Context: an optimization exercise on an open-source flow, tuned for small area and few clock cycles per item. The choices shown serve that exercise and are no tape-out recipe.
The RTL was checked by simulation tests, not by an equivalence proof against the original design.
Power figures rest on the tool's default switching activity, not on a simulated workload.

==> flow/design.v <==
package fft_bram_pkg;
    typedef enum logic [1:0] {
        IDLE      = 2'd0,
        WRITE     = 2'd1,
        WAIT_BANK = 2'd2
    } state_t;
    localparam int DEF_NUM_CH      = 8;
    localparam int DEF_SAMPLE_W    = 24;
    localparam int DEF_OUT_W       = 32;
    localparam int DEF_FRAME_BEATS = 64;
    function automatic int clog2(input int v);
        int r;
        r = 1;
        for (int i = 1; i < 31; i++) begin
            if ((32'sd1 << i) < v) r = i + 1;
        end
        clog2 = r;
    endfunction
    function automatic logic [63:0] sign_ext(input logic [63:0] sample, input int sw, input int ow);
        logic [63:0] shl;
        logic [63:0] ext;
        shl = sample << (64 - sw);
        ext = $signed(shl) >>> (64 - sw);
        sign_ext = ext & ((64'd1 << ow) - 64'd1);
    endfunction
endpackage
module fft_beat_skid #(
    parameter int NUM_CH  = 8,
    parameter int SLICE_W = 48
) (
    input  logic                      clk,
    input  logic [NUM_CH*SLICE_W-1:0] din,
    input  logic                      push,
    output logic [SLICE_W-1:0]        head
);
    logic [SLICE_W-1:0] sh [NUM_CH];
    always_ff @(posedge clk) begin
        sh[NUM_CH-1] <= ~(din[(NUM_CH-1)*SLICE_W +: SLICE_W] & {SLICE_W{push}});
        for (int k = 0; k < NUM_CH - 1; k++) begin
            if ((NUM_CH - 1 - k) % 2 == 0)
                sh[k] <= ~((din[k*SLICE_W +: SLICE_W] & {SLICE_W{push}}) | sh[k+1]);
            else
                sh[k] <= ~((din[k*SLICE_W +: SLICE_W] | {SLICE_W{!push}}) & sh[k+1]);
        end
    end
    assign head = sh[0];
endmodule
module fft_bram_pingpong_ctrl #(
    parameter int NUM_CH      = fft_bram_pkg::DEF_NUM_CH,
    parameter int SAMPLE_W    = fft_bram_pkg::DEF_SAMPLE_W,
    parameter int OUT_W       = fft_bram_pkg::DEF_OUT_W,
    parameter int FRAME_BEATS = fft_bram_pkg::DEF_FRAME_BEATS
) (
    input  logic                         clk,
    input  logic                         rst,
    input  logic [NUM_CH*2*SAMPLE_W-1:0] s_axis_tdata,
    input  logic                         s_axis_tvalid,
    input  logic                         s_axis_tlast,
    output logic                         s_axis_tready,
    input  logic                         bank_release,
    output logic [31:0]                  bram_addr,
    output logic [OUT_W-1:0]             bram_din_re,
    output logic [OUT_W-1:0]             bram_din_im,
    output logic [3:0]                   bram_we,
    output logic                         bram_en,
    output logic                         bram_rst,
    output logic                         bank_sel,
    output logic                         frame_done,
    output logic                         err_tlast
);
    localparam int SLICE_W = 2 * SAMPLE_W;
    localparam int WORDS   = FRAME_BEATS * NUM_CH;
    localparam int SLC_W   = fft_bram_pkg::clog2(NUM_CH);
    localparam int WIDX_W  = fft_bram_pkg::clog2(WORDS);
    localparam int BIDX_W  = WIDX_W - SLC_W;
    logic [WIDX_W:0]     wcnt;
    logic                writing;
    logic [1:0]          owed;        
    logic                last_slice, last_word, new_frame, rel, bank_ok, accept, beat_last;
    logic [BIDX_W-1:0]   bidx;
    logic [SLICE_W-1:0]  cur, head;
    logic [SLC_W-1:0]    flush;       
    logic                flushed;
    fft_beat_skid #(.NUM_CH(NUM_CH), .SLICE_W(SLICE_W)) u_skid (
        .clk  (clk),
        .din  (s_axis_tdata),
        .push (accept),
        .head (head)
    );
    assign bidx       = wcnt[WIDX_W-1:SLC_W];
    assign last_slice = writing && (wcnt[SLC_W-1:0] == SLC_W'(NUM_CH - 1));
    assign last_word  = last_slice && (bidx == BIDX_W'(FRAME_BEATS - 1));
    assign new_frame  = writing ? (bidx == BIDX_W'(FRAME_BEATS - 1)) : (bidx == '0);
    assign rel        = bank_release && (owed != 2'd0);
    assign bank_ok    = !new_frame ||
                        (last_word ? (owed == 2'd0 || (owed == 2'd1 && rel))
                                   : (owed != 2'd2 || rel));
    assign flushed    = (flush == SLC_W'(NUM_CH - 1));
    assign s_axis_tready = !rst && flushed && (!writing || last_slice) && bank_ok;
    assign accept     = s_axis_tvalid && s_axis_tready;
    assign beat_last  = writing ? (bidx == BIDX_W'(FRAME_BEATS - 2)) : (bidx == BIDX_W'(FRAME_BEATS - 1));
    always_ff @(posedge clk or posedge rst) begin
        if (rst) begin
            wcnt       <= '0;
            flush      <= '0;
            writing    <= 1'b0;
            owed       <= 2'd0;
            frame_done <= 1'b0;
            err_tlast  <= 1'b0;
        end else begin
            if (writing) wcnt <= wcnt + 1'b1;
            if (!flushed) flush <= flush + 1'b1;
            writing    <= accept || (writing && !last_slice);
            owed       <= owed + {1'b0, last_word} - {1'b0, rel};
            frame_done <= last_word;
            err_tlast  <= accept && (s_axis_tlast != beat_last);
        end
    end
    assign bram_en     = writing;
    assign bram_we     = {4{writing}};
    assign bram_addr   = 32'({wcnt, 2'b00});
    assign bank_sel    = wcnt[WIDX_W];
    assign cur         = wcnt[0] ? head : ~head;
    assign bram_din_re = OUT_W'($signed(cur[SAMPLE_W-1:0]));
    assign bram_din_im = OUT_W'($signed(cur[SLICE_W-1:SAMPLE_W]));
    assign bram_rst    = rst;
endmodule
Settings: LEC_CHECK=0, CAP_MARGIN=20, CORE_MARGIN=2, CORE_UTILIZATION=40, CTS_BUF_LIST=sky130_fd_sc_hd__clkbuf_16, CTS_CLUSTER_DIAMETER=40, CTS_CLUSTER_SIZE=25, SLEW_MARGIN=20; clock period 5.0 ns.
standard.sh (not shown) runs the stock make flow with config.mk's settings and CLKGATE_MAP_FILE= SYNTH_SCRIPT=/design/flow/synth_recipe.tcl, a recipe that flattens the netlist after the stock synthesis.
==> flow/flow/run.sh <==
#!/bin/bash
# Standard layout, with the smallest buffer on every input and output port.
set -euo pipefail
bash standard.sh "BUFFER_PORTS_ARGS=-buffer_cell sky130_fd_sc_hd__buf_1" finish > standard.log 2>&1
The baseline finished with timing, DRC and antenna clean.
Testbench counts at the start, summed over its fixed seeds: cycles 34,029, beats 4,096.
Then changed:
CTS_BUF_LIST = sky130_fd_sc_hd__clkbuf_8   (was sky130_fd_sc_hd__clkbuf_16)
CTS_CLUSTER_DIAMETER = 60   (was 40)
CTS_CLUSTER_SIZE = 20   (was 25)
=> Utilization drops by 3.3 points; first-iteration DRC count grows by 12%; total power fell by 16%; worst hold slack is worse by 0.0071 ns; final cell count came out lower by 1.6%; non-clock buffer count does not change.


RTL: the design.v shown in full above, as it stands there.
export LEC_CHECK = 0
export CAP_MARGIN = 20
export CORE_MARGIN = 2
export CORE_UTILIZATION = 40
export CTS_BUF_LIST = sky130_fd_sc_hd__clkbuf_2 sky130_fd_sc_hd__clkbuf_4
export SLEW_MARGIN = 20
create_clock -name core_clock -period 5.0 [get_ports {clk}]
Scripts as last shown in full above: flow/flow/run.sh
The baseline completed with no timing, DRC or antenna violations.
Testbench counts at the start, summed over its fixed seeds: cycles 34,029, beats 4,096.
Edit:
CORE_UTILIZATION = 70   (was 40)
CTS_BUF_LIST = sky130_fd_sc_hd__clkbuf_8   (was sky130_fd_sc_hd__clkbuf_2 sky130_fd_sc_hd__clkbuf_4)
CTS_CLUSTER_DIAMETER = 50   (was unset)
CTS_CLUSTER_SIZE = 25   (was unset)
PLACE_DENSITY = 0.8   (was unset)
Now the flow stopped in I/O pin placement (3_2_place_iop), error PPL-0024.
Synthesized area is unchanged.
Synthesized cell count stays the same.
Edit:
CORE_UTILIZATION = 40   (was 70)
CTS_CLUSTER_DIAMETER = 60   (was 50)
CTS_CLUSTER_SIZE = 30   (was 25)
PLACE_DENSITY = unset   (was 0.8)
With this change the flow completed without violations.
Area after synthesis stays the same.
Synthesized cell count is unchanged.
Edit:
CTS_BUF_LIST = sky130_fd_sc_hd__clkbuf_4   (was sky130_fd_sc_hd__clkbuf_8)
CTS_CLUSTER_DIAMETER = unset   (was 60)
CTS_CLUSTER_SIZE = 20   (was 30)
Synthesized cell count does not change; routed wire length increases by 2.0%; clock-buffer cell count increases by 112; sequential share of layout area decreases by 2.3 points; clock skew increases by 0.032 ns; first-iteration DRC count decreases by 16%; worst hold slack got worse by 0.034 ns; worst setup slack got worse by 0.083 ns; final area increases by 4.1%; power increases by 9.3%.


// fft_bram_pingpong_ctrl: RTL as listed in full above, without the edits since
clock: 5.0 ns
lec_check: 0
cap_margin: 20
core_margin: 2
core_utilization: 40
cts_buf_list: sky130_fd_sc_hd__clkbuf_8
cts_cluster_diameter: 40
cts_cluster_size: 30
place_density: 0.75
slew_margin: 20
Scripts as last shown in full above: flow/flow/run.sh
Testbench counts at the start, summed over its fixed seeds: cycles 34,029, beats 4,096.
Edit:
Settings changed: CORE_UTILIZATION 40 to 70, CTS_BUF_LIST sky130_fd_sc_hd__clkbuf_8 to sky130_fd_sc_hd__clkbuf_16, CTS_CLUSTER_DIAMETER 40 to 50, PLACE_DENSITY 0.75 to 0.8.
Effect: The new run ended with an error in I/O pin placement (3_2_place_iop), error PPL-0024. Synthesized area is unchanged. Synthesized cell count is unchanged.
Edit:
==> flow/run.sh (new file) <==
#!/bin/bash
# synth_recipe.tcl (not shown) runs the flow's synth.tcl, then flattens the netlist and writes it again
# the make line also repeats each setting of config.mk as NAME=value (left out here)
make -C /OpenROAD-flow-scripts/flow DESIGN_CONFIG=/design/flow/config.mk WORK_HOME=/design/flow/orfs CLKGATE_MAP_FILE= SYNTH_SCRIPT=/design/flow/synth_recipe.tcl finish
Settings changed: CORE_UTILIZATION 70 to 40, CTS_BUF_LIST sky130_fd_sc_hd__clkbuf_16 to unset, CTS_CLUSTER_DIAMETER 50 to unset, CTS_CLUSTER_SIZE 30 to unset, PLACE_DENSITY 0.8 to unset.
removed: flow/flow/run.sh
removed: flow/standard.sh
=>
- With this change the flow ran to the end with no violations
- synthesized area does not change
- synthesized cell count is unchanged
Edit:
==> flow/flow/run.sh (new file) <==
#!/bin/bash
# Standard layout, with the smallest buffer on every input and output port.
set -euo pipefail
bash standard.sh "BUFFER_PORTS_ARGS=-buffer_cell sky130_fd_sc_hd__buf_1" finish > standard.log 2>&1
==> flow/standard.sh (new file) <==
#!/bin/bash
# synth_recipe.tcl (not shown) runs the flow's synth.tcl, then flattens the netlist and writes it again
# the make line also repeats each setting of config.mk as NAME=value (left out here)
make -C /OpenROAD-flow-scripts/flow DESIGN_CONFIG=/design/flow/config.mk WORK_HOME=/design/flow/orfs CLKGATE_MAP_FILE= SYNTH_SCRIPT=/design/flow/synth_recipe.tcl "${@:-finish}"
removed: flow/run.sh
What happened: Routed wire length is lower by 12%; sequential share of layout area is higher by 9.4 points; worst hold slack stays flat; worst setup slack is better by 0.32 ns; die area is unchanged; final area is lower by 17%; area after synthesis is unchanged.

## what the ideal ports hide
How much do the figures lean on ideal ports? The routed layouts below were timed once more, with nothing changed but the port constraints. Step 1 sets driving cells, clkbuf_16 on the clock port and buf_2 on the other inputs (assumed; they add their load-dependent delay and slew). Step 2 adds t to the input delays and takes it off the output delays; t is the mean of the earliest and latest rising clock arrival at the registers after step 1. Input paths then give back, and output paths get back, about the clock's delay inside the block. a / b / c = no drivers / after step 1 / after step 2; a / b = the first two.
| run | shift t [ns] | slack for setup (ns) | worst register clock-pin slew, ns | worst slew at a driven data input, ns |
|---|---|---|---|---|
| the first run of note 1 | 0.565 | 1.581 / 1.533 / 1.754 | 0.07 / 0.07 | 0.07 |
| the second run of note 1 | 0.625 | 1.494 / 1.450 / 1.738 | 0.11 / 0.11 | 0.07 |
| the first run of note 2 | 0.706 | 1.423 / 1.379 / 1.733 | 0.07 / 0.07 | 0.07 |
| the third run of note 2 | 0.617 | 1.511 / 1.466 / 1.765 | 0.12 / 0.12 | 0.07 |
| the fourth run of note 2 | 0.707 | 1.427 / 1.384 / 1.733 | 0.07 / 0.07 | 0.07 |
| the first run of note 3 | 0.591 | 1.478 / 1.434 / 1.719 | 0.11 / 0.11 | 0.07 |
| the third run of note 3 | 0.563 | 1.278 / 1.229 / 1.307 | 0.06 / 0.06 | 0.10 |
| the fourth run of note 3 | 0.553 | 1.602 / 1.554 / 1.751 | 0.06 / 0.06 | 0.07 |
After both steps every run listed still meets setup and hold.
